What follows belongs to an exercise in optimizing a design on an open flow for small area and a short achievable clock period; a production flow would make more cautious choices. Function was checked by simulation only, so behaviour that the tests miss may differ from the original. No activity file was given, so power comes from the tool's default toggle rates.

File: design/flow/config.mk
export PLATFORM = sky130hd
export DESIGN_NAME = mipsPipeline
export DESIGN_NICKNAME = mipsPipeline
export VERILOG_FILES = /design/flow/design.v
export SDC_FILE = /design/flow/constraint.sdc
export NUM_CORES = 4
export LEC_CHECK = 0
export CAP_MARGIN = 20
export CORE_MARGIN = 2
export CORE_UTILIZATION = 40
export SLEW_MARGIN = 20
File: design/flow/constraint.sdc
create_clock -name core_clock -period 6.0 [get_ports {CLOCK}]
set_input_delay 1.2000 -clock core_clock [delete_from_list [all_inputs] [get_ports {CLOCK}]]
set_output_delay 1.2000 -clock core_clock [all_outputs]
set_load 0.01 [all_outputs]
File: design/flow/design.v
package cpuPkg;
    typedef logic [31:0] dataWord;      
    typedef logic [4:0]  regIndex;
    typedef logic [5:0]  opcodeField;
    typedef logic [5:0]  functField;
    typedef logic [4:0]  shiftAmount;
    typedef logic [3:0]  aluOperation;
    localparam opcodeField opRType = 6'b000000;
    localparam opcodeField opJ     = 6'b000010;
    localparam opcodeField opBeq   = 6'b000100;
    localparam opcodeField opBne   = 6'b000101;
    localparam opcodeField opAddi  = 6'b001000;
    localparam opcodeField opAddiu = 6'b001001;
    localparam opcodeField opAndi  = 6'b001100;
    localparam opcodeField opOri   = 6'b001101;
    localparam opcodeField opXori  = 6'b001110;
    localparam opcodeField opLw    = 6'b100011;
    localparam opcodeField opSw    = 6'b101011;
    localparam functField fnSll  = 6'b000000;
    localparam functField fnSrl  = 6'b000010;
    localparam functField fnSra  = 6'b000011;
    localparam functField fnAdd  = 6'b100000;
    localparam functField fnAddu = 6'b100001;
    localparam functField fnSub  = 6'b100010;
    localparam functField fnSubu = 6'b100011;
    localparam functField fnAnd  = 6'b100100;
    localparam functField fnOr   = 6'b100101;
    localparam functField fnXor  = 6'b100110;
    localparam functField fnNor  = 6'b100111;
    localparam functField fnSlt  = 6'b101010;
    localparam aluOperation aluAdd   = 4'd0;
    localparam aluOperation aluSub   = 4'd1;
    localparam aluOperation aluAnd   = 4'd2;
    localparam aluOperation aluOr    = 4'd3;
    localparam aluOperation aluXor   = 4'd4;
    localparam aluOperation aluNor   = 4'd5;
    localparam aluOperation aluSlt   = 4'd6;    
    localparam aluOperation aluSll   = 4'd7;
    localparam aluOperation aluSrl   = 4'd8;
    localparam aluOperation aluSra   = 4'd9;
    localparam aluOperation aluPass  = 4'd10;   
    localparam aluOperation aluEqual = 4'd11;   
    localparam dataWord nopWord = 32'h0000_0000;
endpackage
`timescale 1ns/1ps
module registerFile (
    input  logic            CLOCK,
    input  logic            RESET,
    input  cpuPkg::regIndex readIndexA,
    input  cpuPkg::regIndex readIndexB,
    input  logic            writeEnable,
    input  cpuPkg::regIndex writeIndex,
    input  cpuPkg::dataWord writeData,
    output cpuPkg::dataWord readDataA,
    output cpuPkg::dataWord readDataB
);
    cpuPkg::dataWord registers [32];
    always_ff @(posedge CLOCK)
    begin
        if (RESET)
        begin
            for (int i = 0; i < 32; i++)
            begin
                registers[i] <= '0;
            end
        end
        else if (writeEnable && writeIndex != '0)
        begin
            registers[writeIndex] <= writeData;
        end
    end
    assign readDataA = (readIndexA == '0) ? '0 :
                       (writeEnable && writeIndex == readIndexA) ? writeData
                                                                 : registers[readIndexA];
    assign readDataB = (readIndexB == '0) ? '0 :
                       (writeEnable && writeIndex == readIndexB) ? writeData
                                                                 : registers[readIndexB];
endmodule
`timescale 1ns/1ps
module fetchStage #(
    parameter cpuPkg::dataWord resetAddress = 32'h0000_0000
) (
    input  logic            CLOCK,
    input  logic            RESET,
    input  logic            redirect,
    input  cpuPkg::dataWord redirectTarget,
    input  cpuPkg::dataWord instrData,
    output cpuPkg::dataWord instrAddress,
    output cpuPkg::dataWord instrDecode,
    output cpuPkg::dataWord pcPlus4Decode
);
    cpuPkg::dataWord programCounter;
    cpuPkg::dataWord pcPlus4;
    assign pcPlus4 = programCounter + 32'd4;
    assign instrAddress = programCounter;
    always_ff @(posedge CLOCK)
    begin
        if (RESET)
            programCounter <= resetAddress;
        else if (redirect)
            programCounter <= redirectTarget;    
        else
            programCounter <= pcPlus4;
    end
    always_ff @(posedge CLOCK)
    begin
        if (RESET || redirect)
            instrDecode <= cpuPkg::nopWord;      
        else
            instrDecode <= instrData;
        pcPlus4Decode <= pcPlus4;
    end
endmodule
`timescale 1ns/1ps
module decodeStage (
    input  logic                CLOCK,
    input  logic                RESET,
    input  logic                flush,
    input  cpuPkg::dataWord     instrDecode,
    input  cpuPkg::dataWord     pcPlus4Decode,
    input  logic                writeEnable,
    input  cpuPkg::regIndex     writeIndex,
    input  cpuPkg::dataWord     writeData,
    output logic                regWriteExecute,
    output logic                memToRegExecute,
    output logic                memWriteExecute,
    output logic                branchExecute,
    output logic                branchOnEqualExecute,
    output logic                jumpExecute,
    output logic                aluSrcExecute,
    output logic                regDstExecute,
    output cpuPkg::aluOperation aluOpExecute,
    output cpuPkg::shiftAmount  shamtExecute,
    output cpuPkg::dataWord     srcAExecute,
    output cpuPkg::dataWord     storeDataExecute,
    output cpuPkg::dataWord     immediateExecute,
    output cpuPkg::dataWord     jumpTargetExecute,
    output cpuPkg::dataWord     pcPlus4Execute,
    output cpuPkg::regIndex     rtExecute,
    output cpuPkg::regIndex     rdExecute
);
    cpuPkg::opcodeField  opcode;
    cpuPkg::functField   funct;
    cpuPkg::regIndex     rs;
    cpuPkg::regIndex     rt;
    cpuPkg::regIndex     rd;
    cpuPkg::regIndex     destination;
    cpuPkg::dataWord     readDataA;
    cpuPkg::dataWord     readDataB;
    cpuPkg::dataWord     immediate;
    cpuPkg::aluOperation aluOp;
    logic regWrite, memToRegSel, memWrite, branch, branchOnEqual;
    logic jump, aluSrc, regDst, zeroExtend;
    assign opcode = instrDecode[31:26];
    assign rs = instrDecode[25:21];
    assign rt = instrDecode[20:16];
    assign rd = instrDecode[15:11];
    assign funct = instrDecode[5:0];
    assign destination = regDst ? rd : rt;
    assign immediate = zeroExtend ? {16'b0, instrDecode[15:0]}
                                  : {{16{instrDecode[15]}}, instrDecode[15:0]};
    always_comb
    begin
        regWrite = 1'b0;
        memToRegSel = 1'b0;
        memWrite = 1'b0;
        branch = 1'b0;
        branchOnEqual = 1'b0;
        jump = 1'b0;
        aluSrc = 1'b0;
        regDst = 1'b0;
        zeroExtend = 1'b0;
        aluOp = cpuPkg::aluPass;
        case (opcode)
            cpuPkg::opRType:
            begin
                regWrite = 1'b1;
                regDst = 1'b1;
                case (funct)
                    cpuPkg::fnAdd, cpuPkg::fnAddu: aluOp = cpuPkg::aluAdd;
                    cpuPkg::fnSub, cpuPkg::fnSubu: aluOp = cpuPkg::aluSub;
                    cpuPkg::fnAnd: aluOp = cpuPkg::aluAnd;
                    cpuPkg::fnOr:  aluOp = cpuPkg::aluOr;
                    cpuPkg::fnXor: aluOp = cpuPkg::aluXor;
                    cpuPkg::fnNor: aluOp = cpuPkg::aluNor;
                    cpuPkg::fnSlt: aluOp = cpuPkg::aluSlt;
                    cpuPkg::fnSll: aluOp = cpuPkg::aluSll;
                    cpuPkg::fnSrl: aluOp = cpuPkg::aluSrl;
                    cpuPkg::fnSra: aluOp = cpuPkg::aluSra;
                    default:       regWrite = 1'b0;   
                endcase
            end
            cpuPkg::opAddi, cpuPkg::opAddiu, cpuPkg::opLw:
            begin
                regWrite = 1'b1;
                aluSrc = 1'b1;
                memToRegSel = (opcode == cpuPkg::opLw);
                aluOp = cpuPkg::aluAdd;
            end
            cpuPkg::opAndi, cpuPkg::opOri, cpuPkg::opXori:
            begin
                regWrite = 1'b1;
                aluSrc = 1'b1;
                zeroExtend = 1'b1;
                aluOp = (opcode == cpuPkg::opAndi) ? cpuPkg::aluAnd :
                        (opcode == cpuPkg::opOri)  ? cpuPkg::aluOr : cpuPkg::aluXor;
            end
            cpuPkg::opSw:
            begin
                memWrite = 1'b1;
                aluSrc = 1'b1;
                aluOp = cpuPkg::aluAdd;
            end
            cpuPkg::opBeq, cpuPkg::opBne:
            begin
                branch = 1'b1;
                branchOnEqual = (opcode == cpuPkg::opBeq);
                aluOp = cpuPkg::aluEqual;
            end
            cpuPkg::opJ: jump = 1'b1;
            default: ;                        
        endcase
    end
    registerFile i_registerFile (
        .CLOCK(CLOCK),
        .RESET(RESET),
        .readIndexA(rs),
        .readIndexB(rt),
        .writeEnable(writeEnable),
        .writeIndex(writeIndex),
        .writeData(writeData),
        .readDataA(readDataA),
        .readDataB(readDataB)
    );
    always_ff @(posedge CLOCK)
    begin
        if (RESET || flush)
        begin
            regWriteExecute <= 1'b0;
            memToRegExecute <= 1'b0;
            memWriteExecute <= 1'b0;
            branchExecute <= 1'b0;
            branchOnEqualExecute <= 1'b0;
            jumpExecute <= 1'b0;
            aluSrcExecute <= 1'b0;
            regDstExecute <= 1'b0;
        end
        else
        begin
            regWriteExecute <= regWrite && (destination != '0);   
            memToRegExecute <= memToRegSel;
            memWriteExecute <= memWrite;
            branchExecute <= branch;
            branchOnEqualExecute <= branchOnEqual;
            jumpExecute <= jump;
            aluSrcExecute <= aluSrc;
            regDstExecute <= regDst;
        end
        aluOpExecute <= aluOp;
        shamtExecute <= instrDecode[10:6];
        srcAExecute <= readDataA;
        storeDataExecute <= readDataB;
        immediateExecute <= immediate;
        jumpTargetExecute <= {pcPlus4Decode[31:28], instrDecode[25:0], 2'b00};
        pcPlus4Execute <= pcPlus4Decode;
        rtExecute <= rt;
        rdExecute <= rd;
    end
endmodule
`timescale 1ns/1ps
module executeStage (
    input  logic                CLOCK,
    input  logic                RESET,
    input  logic                flush,
    input  logic                regWriteExecute,
    input  logic                memToRegExecute,
    input  logic                memWriteExecute,
    input  logic                branchExecute,
    input  logic                branchOnEqualExecute,
    input  logic                jumpExecute,
    input  logic                aluSrcExecute,
    input  logic                regDstExecute,
    input  cpuPkg::aluOperation aluOpExecute,
    input  cpuPkg::shiftAmount  shamtExecute,
    input  cpuPkg::dataWord     srcAExecute,
    input  cpuPkg::dataWord     storeDataExecute,
    input  cpuPkg::dataWord     immediateExecute,
    input  cpuPkg::dataWord     jumpTargetExecute,
    input  cpuPkg::dataWord     pcPlus4Execute,
    input  cpuPkg::regIndex     rtExecute,
    input  cpuPkg::regIndex     rdExecute,
    output logic                regWriteMemory,
    output logic                memToRegMemory,
    output logic                memWriteMemory,
    output logic                takeBranchMemory,
    output cpuPkg::dataWord     aluResultMemory,
    output cpuPkg::dataWord     storeDataMemory,
    output cpuPkg::regIndex     writeIndexMemory,
    output cpuPkg::dataWord     branchTargetMemory
);
    cpuPkg::dataWord srcB;
    cpuPkg::dataWord aluResult;
    cpuPkg::dataWord branchTarget;
    cpuPkg::regIndex writeIndex;
    logic            takeBranch;
    assign srcB = aluSrcExecute ? immediateExecute : storeDataExecute;
    assign writeIndex = regDstExecute ? rdExecute : rtExecute;
    always_comb
    begin
        case (aluOpExecute)
            cpuPkg::aluAdd:   aluResult = srcAExecute + srcB;
            cpuPkg::aluSub:   aluResult = srcAExecute - srcB;
            cpuPkg::aluAnd:   aluResult = srcAExecute & srcB;
            cpuPkg::aluOr:    aluResult = srcAExecute | srcB;
            cpuPkg::aluXor:   aluResult = srcAExecute ^ srcB;
            cpuPkg::aluNor:   aluResult = ~(srcAExecute | srcB);
            cpuPkg::aluSlt:   aluResult = {31'b0, $signed(srcAExecute) < $signed(srcB)};
            cpuPkg::aluSll:   aluResult = srcB << shamtExecute;
            cpuPkg::aluSrl:   aluResult = srcB >> shamtExecute;
            cpuPkg::aluSra:   aluResult = $signed(srcB) >>> shamtExecute;
            cpuPkg::aluEqual: aluResult = {31'b0, srcAExecute == srcB};
            default:          aluResult = srcB;    
        endcase
    end
    assign takeBranch = jumpExecute ||
                        (branchExecute && (aluResult[0] == branchOnEqualExecute));
    assign branchTarget = jumpExecute ? jumpTargetExecute
                                      : pcPlus4Execute + {immediateExecute[29:0], 2'b00};
    always_ff @(posedge CLOCK)
    begin
        if (RESET || flush)
        begin
            regWriteMemory <= 1'b0;
            memToRegMemory <= 1'b0;
            memWriteMemory <= 1'b0;
            takeBranchMemory <= 1'b0;
        end
        else
        begin
            regWriteMemory <= regWriteExecute;
            memToRegMemory <= memToRegExecute;
            memWriteMemory <= memWriteExecute;
            takeBranchMemory <= takeBranch;
        end
        aluResultMemory <= aluResult;
        storeDataMemory <= storeDataExecute;
        writeIndexMemory <= writeIndex;
        branchTargetMemory <= branchTarget;
    end
endmodule
`timescale 1ns/1ps
module memoryWriteback (
    input  logic            CLOCK,
    input  logic            RESET,
    input  logic            regWriteMemory,
    input  logic            memToRegMemory,
    input  logic            memWriteMemory,
    input  logic            takeBranchMemory,
    input  cpuPkg::dataWord aluResultMemory,
    input  cpuPkg::dataWord storeDataMemory,
    input  cpuPkg::regIndex writeIndexMemory,
    input  cpuPkg::dataWord branchTargetMemory,
    input  cpuPkg::dataWord dataReadData,
    output logic            redirect,
    output cpuPkg::dataWord redirectTarget,
    output cpuPkg::dataWord dataAddress,
    output cpuPkg::dataWord dataWriteData,
    output logic            dataWrite,
    output logic            regWriteEnable,
    output cpuPkg::regIndex regWriteIndex,
    output cpuPkg::dataWord regWriteData
);
    logic            memToRegWriteback;
    cpuPkg::dataWord aluResultWriteback;
    cpuPkg::dataWord readDataWriteback;
    assign redirect = takeBranchMemory;    
    assign redirectTarget = branchTargetMemory;
    assign dataAddress = aluResultMemory;
    assign dataWriteData = storeDataMemory;
    assign dataWrite = memWriteMemory;
    always_ff @(posedge CLOCK)
    begin
        if (RESET)
        begin
            regWriteEnable <= 1'b0;
            memToRegWriteback <= 1'b0;
        end
        else
        begin
            regWriteEnable <= regWriteMemory;
            memToRegWriteback <= memToRegMemory;
        end
        regWriteIndex <= writeIndexMemory;
        aluResultWriteback <= aluResultMemory;
        readDataWriteback <= dataReadData;
    end
    assign regWriteData = memToRegWriteback ? readDataWriteback : aluResultWriteback;
endmodule
`timescale 1ns/1ps
module mipsPipeline #(
    parameter cpuPkg::dataWord resetAddress = 32'h0000_0000
) (
    input  logic            CLOCK,
    input  logic            RESET,
    input  cpuPkg::dataWord instrData,
    input  cpuPkg::dataWord dataReadData,
    output cpuPkg::dataWord instrAddress,
    output cpuPkg::dataWord dataAddress,
    output cpuPkg::dataWord dataWriteData,
    output logic            dataWrite,
    output logic            regWriteEnable,
    output cpuPkg::regIndex regWriteIndex,
    output cpuPkg::dataWord regWriteData
);
    logic               redirect;
    cpuPkg::dataWord    redirectTarget;
    cpuPkg::dataWord    instrDecode;
    cpuPkg::dataWord    pcPlus4Decode;
    logic               regWriteExecute;
    logic               memToRegExecute;
    logic               memWriteExecute;
    logic               branchExecute;
    logic               branchOnEqualExecute;
    logic               jumpExecute;
    logic               aluSrcExecute;
    logic               regDstExecute;
    cpuPkg::aluOperation aluOpExecute;
    cpuPkg::shiftAmount shamtExecute;
    cpuPkg::dataWord    srcAExecute;
    cpuPkg::dataWord    storeDataExecute;
    cpuPkg::dataWord    immediateExecute;
    cpuPkg::dataWord    jumpTargetExecute;
    cpuPkg::dataWord    pcPlus4Execute;
    cpuPkg::regIndex    rtExecute;
    cpuPkg::regIndex    rdExecute;
    logic               regWriteMemory;
    logic               memToRegMemory;
    logic               memWriteMemory;
    logic               takeBranchMemory;
    cpuPkg::dataWord    aluResultMemory;
    cpuPkg::dataWord    storeDataMemory;
    cpuPkg::regIndex    writeIndexMemory;
    cpuPkg::dataWord    branchTargetMemory;
    fetchStage #(
        .resetAddress(resetAddress)
    ) i_fetchStage (
        .*
    );
    decodeStage i_decodeStage (
        .flush(redirect),
        .writeEnable(regWriteEnable),    
        .writeIndex(regWriteIndex),
        .writeData(regWriteData),
        .*
    );
    executeStage i_executeStage (
        .flush(redirect),
        .*
    );
    memoryWriteback i_memoryWriteback (
        .*
    );
endmodule
File: design/flow/run.sh
#!/bin/bash
# synth_recipe.tcl (not shown) runs the flow's synth.tcl, then flattens the netlist and writes it again
# the make line also repeats each setting of config.mk as NAME=value (left out here)
make -C /OpenROAD-flow-scripts/flow DESIGN_CONFIG=/design/flow/config.mk WORK_HOME=/design/flow/orfs CLKGATE_MAP_FILE= SYNTH_SCRIPT=/design/flow/synth_recipe.tcl finish
==> run summary <==
==> where the power goes <==
group          internal (uW)  leakage (uW)  switching, uW
Combinational           2030        0.0138           3860
Sequential             11100        0.0139            696
Clock                   5540       0.00249           4220
==> cell families (layout without fill, tap and decap cells) <==
logic type	count (synthesis)	in the layout
simple gates	1859	1859
flops	1431	1431
compound gates	1026	1026
mux	886	886
buf+inv	721	860
fa+ha+maj	131	131
xor+xnor	78	78
other cells	1	36
==> cell usage in the layout (no fill, tap or decap), types with 34 or more instances in the layout <==
master           Yosys  final
nor2_1            1212   1209
edfxtp_1          1024   1024
mux4_2             499    499
dfxtp_1            407    388
mux2i_1            291    259
nand2_1            285    224
a21oi_1            207    206
clkdlybuf4s50_1      0    199
buf_4               19    189
o21ai_0            166    166
clkbuf_16            0    163
inv_1              152    152
a211oi_1           145    144
ha_1               127    127
mux2_2              93     93
o22ai_1             70     70
nor2b_1             65     63
o211ai_1            63     63
a221oi_1            61     61
nand2_2              0     61
nor3_1              64     59
and2_1              49     49
nand2b_1            48     48
xnor2_1             46     46
nand3_1             43     43
a22oi_1             34     34
o221ai_1            34     34
clkbuf_1           400     34
==> layer usage <==
layer | wire length [um] | track usage, %
met1 | 105000 | 37.3
met5 | 67 | 0
met4 | 18000 | 16.9
met3 | 28000 | 6.40
met2 | 134000 | 47.4
==> how the worst max path moves through the flow <==
stage / depth (start not counted) / startpoint / endpoint / slack [ns]
global placement: 12 / i_decodeStage.aluSrcExecute$_SDFF_PP0_ / i_executeStage.aluResultMemory[29]$_DFF_P_ / 1.03
floorplan: 6 / RESET / i_decodeStage.i_registerFile.registers[16][0]$_SDFFCE_PN0P_ / 2.22
global route: 13 / i_decodeStage.aluSrcExecute$_SDFF_PP0_ / i_executeStage.aluResultMemory[16]$_DFF_P_ / 0.82
CTS: 12 / i_decodeStage.aluSrcExecute$_SDFF_PP0_ / i_executeStage.aluResultMemory[29]$_DFF_P_ / 1.05
finish: 12 / i_decodeStage.aluSrcExecute$_SDFF_PP0_ / i_executeStage.aluResultMemory[29]$_DFF_P_ / 0.97
detailed placement: 12 / i_decodeStage.aluSrcExecute$_SDFF_PP0_ / i_executeStage.aluResultMemory[29]$_DFF_P_ / 1.13
==> cell type report <==
type                    count  area (um2)  area share (%)
diodes                      4        10.0          0.0118
clock buffers             210        4380            5.16
clock inverters            78         733           0.864
inverters                 163         612           0.721
multi-input cells        4012       33200            39.2
flip-flops and latches   1431       39000            45.9
well taps                2480        3100            3.66
repair buffers            409        3840            4.52
==> stage by stage <==
step                std cells  util (%)  setup slack [ns]
finish                   8787      45.9             0.972
global placement         8494      43.1              1.03
floorplan                6164         -              2.22
global route             8783      45.9             0.820
CTS                      8783      45.9              1.05
detailed placement       8495      43.1              1.13
==> flip-flops by register name, summed over array words and instances, names as in the netlist, 4 cells and up <==
register,count
i_memoryWriteback.readDataWriteback,32
i_executeStage.writeIndexMemory,5
i_fetchStage.instrDecode,32
i_decodeStage.storeDataExecute,32
i_memoryWriteback.regWriteIndex,5
i_decodeStage.rtExecute,4
i_decodeStage.i_registerFile.registers,1024
i_decodeStage.jumpTargetExecute,14
i_decodeStage.srcAExecute,32
i_executeStage.branchTargetMemory,32
i_executeStage.aluResultMemory,32
i_executeStage.storeDataMemory,32
i_decodeStage.aluOpExecute,4
i_fetchStage.pcPlus4Decode,32
i_decodeStage.pcPlus4Execute,32
i_decodeStage.shamtExecute,4
i_memoryWriteback.aluResultWriteback,32
i_decodeStage.rdExecute,4
i_fetchStage.programCounter,32
==> out/results.ini <==
[die]
ios = 201
fp.dieH_um = 435
die_x_um = 435
coreArea_um2 = 185000
row_count = 158
initial_core_util_pct = 40.1
die-area_um2 = 189000

[sta]
fin_hold_ws_ns = 0.325
tightest_slew_ns = 1.18
maxSlewViolCount = 0
maxSlewHeadroom_pct = 20.6
setup_viol = 0
tns_ns = 0
post-route-period-util_pct = 83.8
fin_crit_ns = 5.03
skew_ns = 0.0373
rsz0062_at_grt = no
max_freq_mhz = 199
hold_violations = 0

[cts]
cts_buffer_depth = 3
insertion_delay_ns = 0.83
cts_tree = built
cts_made_buffers = 158
clk_pin_slew_worst_paths_ns = 0.06
cts-resized-gates = 0
ctsHtreeMaxLevel = 4
cts_setup_buffers = 0
root_buffer = clkbuf_16
cts_hold_buf = 0
clock-sinks = 1431

[logic_synthesis]
synth_xor_area_share_pct = 0.920
synth_area_leaders = edfxtp_1, mux4_2, dfxtp_1, nor2_1, mux2i_1
avgSynthCellArea_um2 = 12.1
syn_inst = 6133
synth_top_area_share_pct = 41.4
synth-adder-area-share_pct = 2.23
synth_top_flop_cell = edfxtp_1
synth_most_common_cell = nor2_1
synth_top_family_by_area = multiplexers
synth-edff-count = 1024
synth_compound_area_share_pct = 9.50
synth_common_cells = nor2_1, edfxtp_1, mux4_2
yosys.area_share.simple_pct = 10.5
async_reset_ff_share_pct = 0
synth_area_um2 = 74300
seq_area_frac_synth_pct = 52.4
synth_area_leader_cell = edfxtp_1
synth.distinct_cells = 94
synth.area.mux_share_pct = 20.5
yosysWarnings = 5
synth-seq-cells = 1431

[place]
finalWeightedCongestion = 0.980
place_area_um2 = 79700
dp_hpwl_um = 192000
io_buffers = 200

[setup_path]
crit_arrival_ns = 5.72
slowest_stage = a2111oi_1
r2r_slack_ns = 0.97
critPathTopFamily = compound AO/OA/AOI/OAI gates
ff2ff_path_depth = 12
path_max_fanout = 30
worstPathCellList = buf_4, mux2_2, inv_1, ha_1, or4_4, a2111oi_1, o31ai_1, a21oi_2, a221oi_1, mux2i_1, nor3_1, a22oi_2
required_ns = 6.69
timing.rr.end = i_executeStage.aluResultMemory[29]$_DFF_P_
worstSetupPathType = reg -> reg
cp_slowest_stage_delay_ns = 0.86
end_kind = register
critPathBufInv = 2
startpoint_type = register
r2r-start = i_decodeStage.aluSrcExecute$_SDFF_PP0_

[pwr]
cellPowerDensity_nw_per_um2 = 324
ir_worst_vdd_v = 0.000359
leakage_uw = 0.0302
report.power.total_uw = 27500

[global_route]
antenna_found_initial = 20
grt_pass1_vias = 54600
grt.overflow.total = 0
grt_usage_pct = 29.6
grt_first_pass_wirelength_um = 405000
grt_max_degree = 76

[drt]
viasPerCell = 6.28
drcViolationCount = 0
drt_iter0_markers = 7106
ant_nets = 0
routed_wl_um = 286000
dr.pass1.iters = 6
via_count = 55200
detail_route.wl_per_cell_um = 32.5

[run_status]
outcome = timing/DRC/antenna clean

[min_path]
min-delay-start = i_fetchStage.pcPlus4Decode[30]$_DFF_P_
whs_path_depth = 0
min_path_type = reg -> reg
hold_path_end = i_decodeStage.pcPlus4Execute[30]$_DFF_P_

[cells_and_area]
area_growth_pct = 14.3
nFillCells = 16700
stdcell_area_um2 = 84900
layout.nets = 6371
drive_gt1_share_pct = 19.3

[job]
drv_cap = 0

[what the ideal ports hide]
The results above use ideal ports. As a check the final layout listed here was re-extracted and re-timed, cells and wires unchanged. Step 1: set_driving_cell puts a clkbuf_16 on CLOCK and a buf_2 on each other input, an assumption about the parent block. Step 2 moves the port delays by t, midway between the first and last clock arrival at a register: inputs arrive t later, outputs are due t later. That takes back most of the time a late clock gives input paths. Slacks: no drivers / after step 1 / after step 2; pairs: no drivers / after step 1.
t (ns): 0.899
setup WS [ns]: 0.972 / 0.972 / 0.972
worst hold slack (ns): 0.325 / 0.325 / 0.325
cell pins on the clock port's net: 1
After both steps this run still meets setup and hold. The setup slack of this run moves by 0.000 ns with the drivers and by 0.000 ns with both steps.
